This is an optimization exercise on Yosys and OpenROAD, whose aim is small area, a short achievable clock period and few clock cycles per item, not a production implementation. The RTL was checked by simulation tests, not by an equivalence proof against the original design.

==> inputs of build 58 <==
// trickle_interval_timer_unit
module trickle_interval_timer_unit #(
    parameter int unsigned TICKS_PER_SECOND = trk_tmr_pkg::TICKS_PER_SECOND_DEF,
    parameter int unsigned MAX_EXP          = trk_tmr_pkg::MAX_EXP_DEF
) (
    input  wire                                  i_clk,
    input  wire                                  i_rst_n,
    input  wire                                  i_in_valid,
    output logic                                 o_in_ready,
    input  wire [18:0]                           i_in,
    output logic                                 o_out_valid,
    input  wire                                  i_out_ready,
    output logic [15:0]                          o_out,
    input  wire                                  i_cfg_valid,
    output logic                                 o_cfg_ready,
    input  wire [trk_tmr_pkg::CFG_IDX_W-1:0]     i_cfg_index,
    input  wire [trk_tmr_pkg::CFG_DAT_W-1:0]     i_cfg_data
);
clock: 22.0 ns
lec_check: 0
cap_margin: 20
core_margin: 2
core_utilization: 50
cts_buf_list: sky130_fd_sc_hd__clkbuf_4 sky130_fd_sc_hd__clkbuf_8
place_density: 0.65
slew_margin: 20
standard.sh (not shown) runs the stock make flow with config.mk's settings and CLKGATE_MAP_FILE= SYNTH_SCRIPT=/design/flow/synth_recipe.tcl, a recipe that flattens the netlist after the stock synthesis.
==> flow/flow/run.sh <==
#!/bin/bash
# The standard layout (standard.sh: its synthesis, floorplan, placement,
# CTS and routing, with the design's SDC), with two knobs changed:
#  * timing repair keeps a setup margin, so the achieved period is pushed
#    below the design's clock period;
#  * the port buffers are plain buffers instead of the resizer's pick.
# All of make's output goes to make_finish.log in the work folder.
set -euo pipefail
MARGIN=$(awk -v p="$FLOW_PERIOD_NS" 'BEGIN { printf "%.2f", p - 5.6 }')
bash standard.sh "SETUP_SLACK_MARGIN=$MARGIN" \
    "BUFFER_PORTS_ARGS=-buffer_cell sky130_fd_sc_hd__buf_1" finish > make_finish.log 2>&1
==> trial 5 (differences from build 58) <==
--- a/flow/design.v
+++ b/flow/design.v
@@ -209,12 +209,37 @@
     logic [46:0] c_exp;
     always_comb begin
         c_exp = {25'd0, T_TOP} << r_exp;
         h_big = c_exp[46:25];
         t_lsb = c_exp[24];
     end
+    logic       exp_long, b_all1;
+    logic [4:0] s_top;
+    logic [3:0] s_inc;
+    logic [6:0] tail_f;
+    assign exp_long = r_exp[4] || (r_exp[3] && (r_exp[2] || r_exp[1]));
+    assign b_all1   = &r_b[15:0];
+    always_comb begin
+        s_top = r_b[15:11];
+        s_inc = ~s_top[4:1];
+        case (r_exp)
+            5'd3, 5'd4: tail_f = {6'd0, !(b_all1 && r_exp[2])};
+            5'd5: tail_f = b_all1 ? 7'd0 : {5'd0, r_b[15] == 1'b0, r_b[15]};
+            5'd6: tail_f = b_all1 ? 7'd0 :
+                           {4'd0, r_b[15:14] == 2'd0, r_b[15] ^ r_b[14], r_b[14]};
+            5'd7: tail_f = b_all1 ? 7'd0 :
+                           {3'd0, r_b[15:13] == 3'd0, r_b[15] ^ (|r_b[14:13]),
+                            r_b[14] ^ r_b[13], r_b[13]};
+            5'd8: tail_f = b_all1 ? 7'd0 :
+                           {2'd0, r_b[15:12] == 4'd0, r_b[15] ^ (|r_b[14:12]),
+                            r_b[14] ^ (|r_b[13:12]), r_b[13] ^ r_b[12], r_b[12]};
+            5'd9: tail_f = b_all1 ? 7'd1 :
+                           {1'b0, trk_tmr_pkg::inc5({1'b0, s_inc}), ~s_top[0]};
+            default: tail_f = 7'd0;
+        endcase
+    end
     logic fold_c;
     assign fold_c = (&r_b[15:6]) && !trk_tmr_pkg::lt6(r_b[21:16], ~r_b[5:0]);
     logic [TICK_W-1:0] add_y, add_s;
     logic              add_ci;
     always_comb begin
         add_y  = {TICK_W{1'b1}};
@@ -263,13 +288,13 @@
                     end else begin
                         n_addr_ok = 1'b1;
                         if (r_fire_pending) begin
                             n_event = trk_tmr_pkg::lt8(r_heard, r_redundancy) ?
                                       trk_tmr_pkg::EV_TRANSMIT : trk_tmr_pkg::EV_SUPPRESS;
                             n_fire_pending = 1'b0;
-                            n_ticks = r_b;
+                            n_ticks = exp_long ? r_b : {15'd0, tail_f};
                         end else begin
                             begin_exp = exp_up;
                             do_begin  = 1'b1;
                         end
                     end
                 end
@@ -294,28 +319,24 @@
             n_event        = trk_tmr_pkg::EV_NEW_INTV;
             n_fire_pending = 1'b1;
             n_running      = 1'b1;
         end
     end
     logic       r_all1;
-    logic [6:0] fire_s, tail_s, t_small;
-    logic [46:0] c_begin;
+    logic [6:0] fire_s;
     assign r_all1 = &rnd;
     always_comb begin
-        c_begin = {25'd0, T_TOP} << begin_exp;
-        t_small = c_begin[30:24];
         case (begin_exp)
             5'd4:    fire_s = r_all1 ? 7'd2  : 7'd1;
             5'd5:    fire_s = r_all1 ? 7'd4  : {5'd0, 1'b1, rnd[15]};
             5'd6:    fire_s = r_all1 ? 7'd8  : {4'd0, 1'b1, rnd[15:14]};
             5'd7:    fire_s = r_all1 ? 7'd16 : {3'd0, 1'b1, rnd[15:13]};
             5'd8:    fire_s = r_all1 ? 7'd32 : {2'd0, 1'b1, rnd[15:12]};
             5'd9:    fire_s = r_all1 ? 7'd64 : {1'd0, 1'b1, rnd[15:11]};
             default: fire_s = 7'd0;
         endcase
-        tail_s = trk_tmr_pkg::sub7(t_small, fire_s);
     end
     logic begin_slow;
     assign begin_slow = begin_exp[4] || (begin_exp[3] && (begin_exp[2] || begin_exp[1]));
     always_ff @(posedge i_clk) begin
         if (!i_rst_n) begin
             r_min_exp    <= trk_tmr_pkg::MIN_EXP_RST;
@@ -370,19 +391,14 @@
             end else begin
                 r_ticks <= add_s;
             end
         end else if (proc) begin
             r_event <= n_event;
             if (do_begin) begin
-                if (begin_slow) begin
-                    r_ticks <= '0;
-                    r_b     <= {6'd0, rnd};
-                end else begin
-                    r_ticks <= {15'd0, fire_s};
-                    r_b     <= {15'd0, tail_s};
-                end
+                r_b     <= {6'd0, rnd};
+                r_ticks <= begin_slow ? '0 : {15'd0, fire_s};
             end else begin
                 r_ticks <= n_ticks;
             end
         end
     end
     always_ff @(posedge i_clk) begin
==> flow/flow/run.sh (replaced) <==
#!/bin/bash
# The standard layout (standard.sh: its synthesis, floorplan, placement,
# CTS and routing, with the design's SDC), with three knobs changed:
#  * timing repair keeps a setup margin, so the achieved period is pushed
#    below the design's clock period;
#  * the port buffers are plain buffers instead of the resizer's pick;
#  * clock tree synthesis inserts no dummy loads (same buffers and clustering
#    limits as the standard run otherwise).
# All of make's output goes to make_finish.log in the work folder.
set -euo pipefail
MARGIN=$(awk -v p="$FLOW_PERIOD_NS" 'BEGIN { printf "%.2f", p - 5.5 }')
bash standard.sh "SETUP_SLACK_MARGIN=$MARGIN" \
    "BUFFER_PORTS_ARGS=-buffer_cell sky130_fd_sc_hd__buf_1" \
    "CTS_ARGS=-sink_clustering_enable -repair_clock_nets -buf_list sky130_fd_sc_hd__clkbuf_8 -sink_clustering_size 30 -sink_clustering_max_diameter 100 -dont_use_dummy_load" \
    finish > make_finish.log 2>&1
Settings changed: CORE_UTILIZATION 50 to 45, CTS_BUF_LIST sky130_fd_sc_hd__clkbuf_4 sky130_fd_sc_hd__clkbuf_8 to sky130_fd_sc_hd__clkbuf_8, PLACE_DENSITY 0.65 to 0.62.
==> impl_metrics.json <==
{
  "status": "no timing/DRC/antenna violations",
  "seq_power_share": 0.444,
  "clk_pin_slew_ns": 0.08,
  "viasPerCell": 6.12,
  "worst_slack_ns": 16.42,
  "drt-met1-wl_um": 12800,
  "cp_num_cells": 2
}
The numbers above come from build 58.

==> impl_metrics.json <==
{
  "clk_pin_slew_ns": 0.10,
  "cp_num_cells": 4,
  "worst_slack_ns": 16.53,
  "largest_class": "multi-input gates",
  "status": "no timing/DRC/antenna violations",
  "synth_cell_types": 82,
  "seq_power_share": 0.479,
  "met2_length_um": 12900
}
The numbers above come from trial 5.

Testbench counts of build 58, summed over its fixed seeds: cycles 32,136, ops 32,000.
Testbench counts of trial 5, summed over its fixed seeds: cycles 32,136, ops 32,000.

-- afterwards: timing with drivers on the ports --
The results above use ideal ports. As a check the final layouts listed here were re-extracted and re-timed, cells and wires unchanged.
Step 1: set_driving_cell puts a clkbuf_16 on i_clk and a buf_2 on each other input, an assumption about the parent block.
Step 2, shift: input delay + t, output delay - t, t = (earliest + latest rising clock arrival at the registers) / 2. This alone moves slack from input paths to output paths.
a / b / c = no drivers / after step 1 / after step 2; a / b = the first two.
| run | shift t [ns] | setup slack, ns | hold slack, ns |
|---|---|---|---|
| build 58 | 0.495 | 16.420 / 16.379 / 16.002 | 0.467 / 0.467 / 0.467 |
| trial 5 | 0.488 | 16.533 / 16.497 / 16.063 | 0.480 / 0.480 / 0.480 |
After both steps every run listed still meets setup and hold. For trial 5, which loses most, drivers alone change the setup slack by -0.036 ns; drivers and shift together by -0.470 ns.
